Context: an optimization exercise on an open-source flow, tuned for small area. The choices shown serve that exercise and are no tape-out recipe. In this exercise RTL edits were held to simulation tests only and were not proved equivalent to the original. Power and IR drop assume default switching activity.

build 42:
Design link_ctrl_top, start of the top module:
module link_ctrl_top (
  input  logic ipb_clk,
  input  logic rst,
  input  logic ipb_strobe,
  input  logic ipb_write,
  input  link_ctrl_pkg::ipb_addr_t ipb_addr,
  input  link_ctrl_pkg::ipb_data_t ipb_wdata,
  output link_ctrl_pkg::ipb_data_t ipb_rdata,
  output logic ipb_ack,
  output logic adcclk_dclk,
  output logic adcclk_ddat,
  output logic adcclk_dlen,
  output logic adcclk_goe,
  output logic adcclk_sync
);
clock: 5.0 ns
lec_check: 0
cap_margin: 0
core_margin: 2
core_utilization: 65
slew_margin: 0
standard.sh (not shown) runs the stock make flow with config.mk's settings and CLKGATE_MAP_FILE= SYNTH_SCRIPT=/design/flow/synth_recipe.tcl, a recipe that flattens the netlist after the stock synthesis.
==> flow/flow/run.sh <==
#!/bin/bash
# Own layout flow: the standard ORFS flow (standard.sh, unchanged
# synthesis) with a few ORFS variables set on the make command line:
#  - port buffers use a plain buf_1 instead of the default pick
#  - buffers left by abc are removed at floorplan; repair_design re-buffers
#  - larger clock sink clusters, and no dummy loads in the clock tree
# make's full output goes to flow_make.log here; ORFS's per-step logs stay
# under orfs/logs.
set -euo pipefail
bash standard.sh \
  "BUFFER_PORTS_ARGS=-buffer_cell sky130_fd_sc_hd__buf_1" \
  "REMOVE_ABC_BUFFERS=1" \
  "CTS_ARGS=-sink_clustering_enable -repair_clock_nets -sink_clustering_size 15 -sink_clustering_max_diameter 45 -dont_use_dummy_load -buf_list sky130_fd_sc_hd__clkbuf_8" \
  finish > flow_make.log 2>&1
Edits applied to the flow inputs when going from build 42 to build 77:
- changing SLEW_MARGIN from 0 to 20
- changing CAP_MARGIN from 0 to 20
==> flow/flow/run.sh <==
#!/bin/bash
# Own layout flow: the standard ORFS flow (standard.sh, unchanged
# synthesis) with a few ORFS variables set on the make command line:
#  - port buffers use a plain buf_2 instead of the default pick
#  - buffers left by abc are removed at floorplan; repair_design re-buffers
#  - larger clock sink clusters, and no dummy loads in the clock tree
# make's full output goes to flow_make.log here; ORFS's per-step logs stay
# under orfs/logs.
set -euo pipefail
bash standard.sh \
  "BUFFER_PORTS_ARGS=-buffer_cell sky130_fd_sc_hd__buf_2" \
  "REMOVE_ABC_BUFFERS=1" \
  "CTS_ARGS=-sink_clustering_enable -repair_clock_nets -sink_clustering_size 30 -sink_clustering_max_diameter 60 -dont_use_dummy_load" \
  finish > flow_make.log 2>&1
Notes after the runs:
Summary of the comparison: top fanout value on the critical path is lower in build 77, relative to build 42. Final non-filler cell area: build 77 > build 42. Build 77 vs. build 42: sequential share of power lower, met1 capacity usage during global routing lower.
### build 77 -> build 2
- a change of SLEW_MARGIN from 20 to 0
- a change of CAP_MARGIN from 20 to 0
==> flow/flow/run.sh <==
#!/bin/bash
# Own layout flow: the standard ORFS flow (standard.sh, unchanged
# synthesis) with a few ORFS variables set on the make command line:
#  - port buffers use a plain buf_1 instead of the default pick
#  - buffers left by abc are removed at floorplan; repair_design re-buffers
#  - larger clock sink clusters, and no dummy loads in the clock tree
# make's full output goes to flow_make.log here; ORFS's per-step logs stay
# under orfs/logs.
set -euo pipefail
bash standard.sh \
  "BUFFER_PORTS_ARGS=-buffer_cell sky130_fd_sc_hd__buf_1" \
  "REMOVE_ABC_BUFFERS=1" \
  "CTS_ARGS=-sink_clustering_enable -repair_clock_nets -sink_clustering_size 10 -sink_clustering_max_diameter 35 -dont_use_dummy_load -buf_list sky130_fd_sc_hd__clkbuf_4 -root_buf sky130_fd_sc_hd__clkbuf_16" \
  finish > flow_make.log 2>&1
## What came out
Build 2 against build 77: minimum period implied by the final worst setup slack rose 0.13 ns, finished layout cell area fell about 1.2%, total wirelength of the detailed-routed design rose about 1%. Number of antenna repair diodes: lower on build 2. The combinational fraction of design power on build 77 is in line with that on build 2. Delta (build 2 minus build 77): worst setup slack down 0.13 ns, cell count up 43.
Input-level comparison between build 7 and build 2:
- GPL_TIMING_DRIVEN newly set to 0
-- flow/flow/run.sh --
<<< build 2, line 11
  "BUFFER_PORTS_ARGS=-buffer_cell sky130_fd_sc_hd__buf_1" \
  "REMOVE_ABC_BUFFERS=1" \
  "CTS_ARGS=-sink_clustering_enable -repair_clock_nets -sink_clustering_size 10 -sink_clustering_max_diameter 35 -dont_use_dummy_load -buf_list sky130_fd_sc_hd__clkbuf_4 -root_buf sky130_fd_sc_hd__clkbuf_16" \
  finish > flow_make.log 2>&1
>>> build 7, line 11
  "BUFFER_PORTS_ARGS=-buffer_cell sky130_fd_sc_hd__buf_1" \
  "REMOVE_ABC_BUFFERS=1" \
  "CTS_ARGS=-sink_clustering_enable -repair_clock_nets -sink_clustering_size 15 -sink_clustering_max_diameter 45 -dont_use_dummy_load -buf_list sky130_fd_sc_hd__clkbuf_8" \
  finish > flow_make.log 2>&1
Findings:
- Build 7: flow complete, layout not clean; failing: capacitance limit, slew limit
- Compared to build 2, the routing of build 7 uses less wire.
- Build 2 → build 7: final area now larger, sequential share of layout area now smaller.
- In the metrics for build 7 and build 2, the one carrying the lower clock group share of total power is build 7.
- Between build 7 and build 2, the worst setup slack is higher for build 2.
- Wire length of the first global-routing pass: lower on build 7
Here is what was changed in the inputs of build 83 compared with build 7.
- GPL_TIMING_DRIVEN removed (was 0)
-- flow/flow/run.sh --
<<< build 7, line 11
  "BUFFER_PORTS_ARGS=-buffer_cell sky130_fd_sc_hd__buf_1" \
  "REMOVE_ABC_BUFFERS=1" \
  "CTS_ARGS=-sink_clustering_enable -repair_clock_nets -sink_clustering_size 15 -sink_clustering_max_diameter 45 -dont_use_dummy_load -buf_list sky130_fd_sc_hd__clkbuf_8" \
  finish > flow_make.log 2>&1
>>> build 83, line 11
  "BUFFER_PORTS_ARGS=-buffer_cell sky130_fd_sc_hd__buf_1" \
  "REMOVE_ABC_BUFFERS=1" \
  "CTS_ARGS=-sink_clustering_enable -repair_clock_nets -sink_clustering_size 18 -sink_clustering_max_diameter 40 -dont_use_dummy_load -buf_list sky130_fd_sc_hd__clkbuf_8" \
  finish > flow_make.log 2>&1
Results
Wire length, build 83 and build 7: smaller value in build 7. Build 83 vs. build 7: share of total power in combinational logic now smaller; detailed-routed wire length on met2 comparable; area of the core comparable; number of buffers added by the clock tree synthesis step now larger; via density per instance now smaller. Sort build 83 and build 7 by longest individual stage delay on the worst path, ascending, and build 83 comes first. Summary: with build 7 as the reference, wire length of the first global-routing pass in build 83 moved up slightly. Build 83 finished every stage and its layout cleared the timing, design-rule and antenna checks.
What build 86 does differently from build 83 at the input level:
- setting PLACE_DENSITY to 0.8 for the first time
- changing CAP_MARGIN from 0 to 10
- changing CORE_UTILIZATION from 65 to 75
- changing SLEW_MARGIN from 0 to 5
-- flow/flow/run.sh --
<<< build 83, line 11
  "BUFFER_PORTS_ARGS=-buffer_cell sky130_fd_sc_hd__buf_1" \
  "REMOVE_ABC_BUFFERS=1" \
  "CTS_ARGS=-sink_clustering_enable -repair_clock_nets -sink_clustering_size 18 -sink_clustering_max_diameter 40 -dont_use_dummy_load -buf_list sky130_fd_sc_hd__clkbuf_8" \
  finish > flow_make.log 2>&1
>>> build 86, line 11
  "BUFFER_PORTS_ARGS=-buffer_cell sky130_fd_sc_hd__buf_1" \
  "REMOVE_ABC_BUFFERS=1" \
  "CTS_ARGS=-sink_clustering_enable -repair_clock_nets -sink_clustering_size 15 -sink_clustering_max_diameter 45 -dont_use_dummy_load -buf_list sky130_fd_sc_hd__clkbuf_8" \
  finish > flow_make.log 2>&1
==> comparison <==
Build 86 — ratio of final minimum period to clock period 3.4 points lower, build 83 as reference. Looking at switching power share of the total across build 83 and build 86, the one that comes out higher is build 83. Build 83 → build 86: final hold violation count neither gained nor lost much, routed via count increased 202, proportion of cell area occupied by registers grew by 0.66 points, post-route non-filler standard cell count now sits lower. Final-layout clock buffer total is lower on build 86. Build 86 vs. build 83: final estimated routing congestion in global placement went up by about 4%. Setup slack for build 86: 0.17 ns up relative to build 83.

## port drivers added, routing unchanged
No port has a modelled driver above. Below, the same layouts with a new extraction and two added sets of constraints.
Step 1, drivers: a clkbuf_16 drives ipb_clk and a buf_2 each remaining input, both assumed.
Step 2 moves the port delays by t, midway between the first and last clock arrival at a register: inputs arrive t later, outputs are due t later. That takes back most of the time a late clock gives input paths.
a / b / c = ideal / step 1 / step 2; a / b = the first two.
run | t, ns | setup WS [ns] | clock arrival spread, ns | worst register clock-pin slew, ns | worst slew at a driven data input, ns
build 42 | 0.733 | 0.366 / 0.312 / 1.045 | 0.075 / 0.076 | 0.10 / 0.10 | 0.10
build 77 | 0.626 | 0.612 / 0.555 / 1.181 | 0.059 / 0.060 | 0.11 / 0.11 | 0.07
build 2 | 0.612 | 0.486 / 0.426 / 1.038 | 0.075 / 0.074 | 0.11 / 0.11 | 0.10
build 7 | 0.736 | 0.286 / 0.233 / 0.968 | 0.079 / 0.079 | 0.10 / 0.10 | 0.09
build 83 | 0.695 | 0.421 / 0.366 / 1.061 | 0.058 / 0.058 | 0.10 / 0.10 | 0.10
build 86 | 0.686 | 0.589 / 0.537 / 1.223 | 0.046 / 0.046 | 0.10 / 0.10 | 0.11
